Source: an optimization exercise on an open RTL-to-GDS flow (aim: small area and a short achievable clock period). Production flows keep margins and buffers that such runs may drop. Where RTL was checked, it was by simulation tests only, not by an equivalence proof against the original. Power and IR drop assume default switching activity.

## v6
// wb_order_restorer
module wb_order_restorer
#(
  parameter int DEPTH = 8,
  parameter int XLEN  = 32
) (
  input  logic                    clk,
  input  logic                    rst_i,
  input  logic                    in_valid_i,
  output logic                    in_ready_o,
  input  logic                    order_change_i,
  input  logic                    l1_valid_i,
  input  logic [XLEN-1:0]         l1_pc_i,
  input  logic [rv_pkg::REG_ADDR_W-1:0]   l1_rd_i,
  input  logic                    l1_we_i,
  input  logic [XLEN-1:0]         l1_data_i,
  input  logic                    l2_valid_i,
  input  logic [XLEN-1:0]         l2_pc_i,
  input  logic [rv_pkg::REG_ADDR_W-1:0]   l2_rd_i,
  input  logic                    l2_we_i,
  input  logic [XLEN-1:0]         l2_data_i,
  output logic                    c0_valid_o,
  output logic [XLEN-1:0]         c0_pc_o,
  output logic [rv_pkg::REG_ADDR_W-1:0]   c0_rd_o,
  output logic                    c0_we_o,
  output logic [XLEN-1:0]         c0_data_o,
  output logic                    c1_valid_o,
  output logic [XLEN-1:0]         c1_pc_o,
  output logic [rv_pkg::REG_ADDR_W-1:0]   c1_rd_o,
  output logic                    c1_we_o,
  output logic [XLEN-1:0]         c1_data_o,
  input  logic                    commit_ready_i,
  output logic [$clog2(DEPTH):0]  occupancy_o
);
  localparam int CW = $clog2(DEPTH) + 1;
  logic [DEPTH:0]  occ, occ_pop, occ_nx;    
  logic [CW-1:0]   count, count_nx;
  logic            ready, c0_valid, c1_valid;
  logic            cr, accept, both;
  logic            z, one, three, ge2, ge3, ge4;
  logic            rem_ge2, rem_one;
  logic [1:0]      push_cnt, t_wr_cnt, t_rd_cnt;
  logic            n0_l2, n1_l2;
  logic            rd_swap;
  rv_pkg::commit_entry_t lane1, lane2, rd_e, rd_o, h0, h1, h0_nx, h1_nx;
  logic            h0_en, h0_hi, h1_en, h1_hi;
  ...
For scale: roughly 1900 cells after synthesis, about 600 flip-flops.
clock: 4.6 ns
lec_check: 0
cap_margin: 20
core_margin: 2
core_utilization: 40
setup_slack_margin: 2.3
slew_margin: 20
run.sh (not shown) runs the stock make flow with config.mk's settings and CLKGATE_MAP_FILE= SYNTH_SCRIPT=/design/flow/synth_recipe.tcl, a recipe that flattens the netlist after the stock synthesis.
diff inputs: v6 => v7
-- flow/design.v --
<<< v6, line 20
  input  logic                  clk,
  input  logic                  rst_i,
  input  logic                  wr_open_nx,  
  input  logic [1:0]            wr_cnt,    
  input  logic                  wr0_l2,    
>>> v7, line 20
  input  logic                  clk,
  input  logic                  rst_i,
  input  logic                  wr_open,   
  input  logic [1:0]            wr_cnt,    
  input  logic                  wr0_l2,    
<<< v6, line 35
  logic [69:0]      mem_o [0:HD-1];
  logic [DEPTH-1:0] wr_ptr, rd_ptr;   
  logic [DEPTH-1:0] wr_ptr_nx, rd_ptr_nx;
  logic [HD-1:0]    wi_e_nx, wi_o_nx, ri_e_nx, ri_o_nx;
  logic             wr_odd, rd_odd;
  logic [HD-1:0]    wi_e, wi_o, ri_e, ri_o;
>>> v7, line 35
  logic [69:0]      mem_o [0:HD-1];
  logic [DEPTH-1:0] wr_ptr, rd_ptr;   
  logic             wr_odd, rd_odd;
  logic [HD-1:0]    wi_e, wi_o, ri_e, ri_o;
<<< v6, line 47
    endcase
  endfunction
  assign wr_ptr_nx = rot(wr_ptr, wr_cnt);
  assign rd_ptr_nx = rot(rd_ptr, rd_cnt);
  always_comb begin
    for (int j = 0; j < HD; j++) begin
      wi_e_nx[j] = wr_open_nx & (wr_ptr_nx[2 * j] | wr_ptr_nx[(2 * j + DEPTH - 1) % DEPTH]);
      wi_o_nx[j] = wr_open_nx & (wr_ptr_nx[2 * j] | wr_ptr_nx[2 * j + 1]);
      ri_e_nx[j] = rd_ptr_nx[2 * j] | rd_ptr_nx[(2 * j + DEPTH - 1) % DEPTH];
      ri_o_nx[j] = rd_ptr_nx[2 * j] | rd_ptr_nx[2 * j + 1];
    end
  end
  always_ff @(posedge clk or posedge rst_i) begin
    if (rst_i) begin
>>> v7, line 45
    endcase
  endfunction
  always_ff @(posedge clk or posedge rst_i) begin
    if (rst_i) begin
<<< v6, line 63
      wr_odd <= 1'b0;
      rd_odd <= 1'b0;
      wi_e   <= HD'(1);
      wi_o   <= HD'(1);
      ri_e   <= HD'(1);
      ri_o   <= HD'(1);
    end else begin
      wr_ptr <= wr_ptr_nx;
      rd_ptr <= rd_ptr_nx;
      wr_odd <= wr_odd ^ wr_cnt[0];
      rd_odd <= rd_odd ^ rd_cnt[0];
      wi_e   <= wi_e_nx;
      wi_o   <= wi_o_nx;
      ri_e   <= ri_e_nx;
      ri_o   <= ri_o_nx;
    end
  end
>>> v7, line 51
      wr_odd <= 1'b0;
      rd_odd <= 1'b0;
    end else begin
      wr_ptr <= rot(wr_ptr, wr_cnt);
      rd_ptr <= rot(rd_ptr, rd_cnt);
      wr_odd <= wr_odd ^ wr_cnt[0];
      rd_odd <= rd_odd ^ rd_cnt[0];
    end
  end
  always_comb begin
    for (int j = 0; j < HD; j++) begin
      wi_e[j] = wr_ptr[2 * j] | wr_ptr[(2 * j + DEPTH - 1) % DEPTH];
      wi_o[j] = wr_ptr[2 * j] | wr_ptr[2 * j + 1];
      ri_e[j] = rd_ptr[2 * j] | rd_ptr[(2 * j + DEPTH - 1) % DEPTH];
      ri_o[j] = rd_ptr[2 * j] | rd_ptr[2 * j + 1];
    end
  end
<<< v6, line 82
  always_ff @(posedge clk) begin
    for (int j = 0; j < HD; j++) begin
      if (wi_e[j]) mem_e[j] <= din_e;
      if (wi_o[j]) mem_o[j] <= din_o;
    end
  end
>>> v7, line 70
  always_ff @(posedge clk) begin
    for (int j = 0; j < HD; j++) begin
      if (wr_open && wi_e[j]) mem_e[j] <= din_e;
      if (wr_open && wi_o[j]) mem_o[j] <= din_o;
    end
  end
<<< v6, line 149
  assign one   = occ[1];
  assign three = occ[3];
  assign rem_ge2 = cr ? ge4 : ge2;
  assign rem_one = cr ? three : one;
>>> v7, line 137
  assign one   = occ[1];
  assign three = occ[3];
  assign ge2   = ~(occ[0] | occ[1]);
  assign ge3   = ~(occ[0] | occ[1] | occ[2]);
  assign ge4   = ~(occ[0] | occ[1] | occ[2] | occ[3]);
  assign rem_ge2 = cr ? ge4 : ge2;
  assign rem_one = cr ? three : one;
<<< v6, line 170
      c0_valid <= 1'b0;
      c1_valid <= 1'b0;
      ge2      <= 1'b0;
      ge3      <= 1'b0;
      ge4      <= 1'b0;
    end else begin
      occ      <= occ_nx;
>>> v7, line 161
      c0_valid <= 1'b0;
      c1_valid <= 1'b0;
    end else begin
      occ      <= occ_nx;
<<< v6, line 179
      c0_valid <= ~occ_nx[0];
      c1_valid <= ~(occ_nx[0] | occ_nx[1]);
      ge2      <= ~(occ_nx[0] | occ_nx[1]);
      ge3      <= ~(occ_nx[0] | occ_nx[1] | occ_nx[2]);
      ge4      <= ~(occ_nx[0] | occ_nx[1] | occ_nx[2] | occ_nx[3]);
    end
  end
>>> v7, line 167
      c0_valid <= ~occ_nx[0];
      c1_valid <= ~(occ_nx[0] | occ_nx[1]);
    end
  end
<<< v6, line 193
    .clk     (clk),
    .rst_i   (rst_i),
    .wr_open_nx (~(occ_nx[DEPTH] | occ_nx[DEPTH-1])),
    .wr_cnt  (t_wr_cnt),
    .wr0_l2  (rem_ge2 ? n0_l2 : n1_l2),
>>> v7, line 178
    .clk     (clk),
    .rst_i   (rst_i),
    .wr_open (ready),
    .wr_cnt  (t_wr_cnt),
    .wr0_l2  (rem_ge2 ? n0_l2 : n1_l2),
Results
Between v6 and v7, total global-route track usage decreased.
On register clock-pin slew on the reported worst setup and hold paths, v6 and v7 are basically level.
Reg-to-reg setup timing slack (lower): v7
In the metrics for v6 and v7, the one carrying the lower full die area is v7.
Max number of synthesized register bits across v6 and v7: v6
A category of the most critical setup path of flop to flop is what v7 shows, while flop to primary output belongs to v6.
v7 vs v6 — global-route wire length before repair dropped 7.3%.
v6 -> v7: power decreased by more than 10%
The final area of v7 exceeds that of v6 by 0.32%.
Compared with v6, clock buffer count in v7 decreased by a little under 10%.
Compared with v6, v7 shows clock share of power higher by 9.3 points.
v6 → v7: floorplan core area moved down; multi-input gate share of total cell area now larger; minimum clock period after layout went up.
Looking at aggregate routed wire length across v6 and v7, the one that comes out lower is v7.
Only the layout flow was run in v7; the RTL was not checked for function there.

[re-timing with driven ports]
The results above use ideal ports. As a check the final layouts listed here were re-extracted and re-timed, cells and wires unchanged.
Step 1, drivers: a clkbuf_16 drives clk and a buf_2 each remaining input, both assumed.
Step 2, shift: input delay + t, output delay - t, t = (earliest + latest rising clock arrival at the registers) / 2. This alone moves slack from input paths to output paths.
a / b / c = no drivers / after step 1 / after step 2; a / b = the first two.
run	t (ns)	slack for setup (ns)	hold WS [ns]	worst setup path at the end	slew at the worst register clock pin (ns)
v6	0.686	2.328 / 2.270 / 1.685	0.488 / 0.488 / 0.488	input to register	0.07 / 0.07
v7	0.689	2.226 / 2.226 / 1.611	0.464 / 0.464 / 0.464	input to register	0.06 / 0.06
After both steps every run listed still meets setup and hold. The setup slack of v6, which loses most, moves by -0.058 ns with the drivers and by -0.643 ns with both steps.
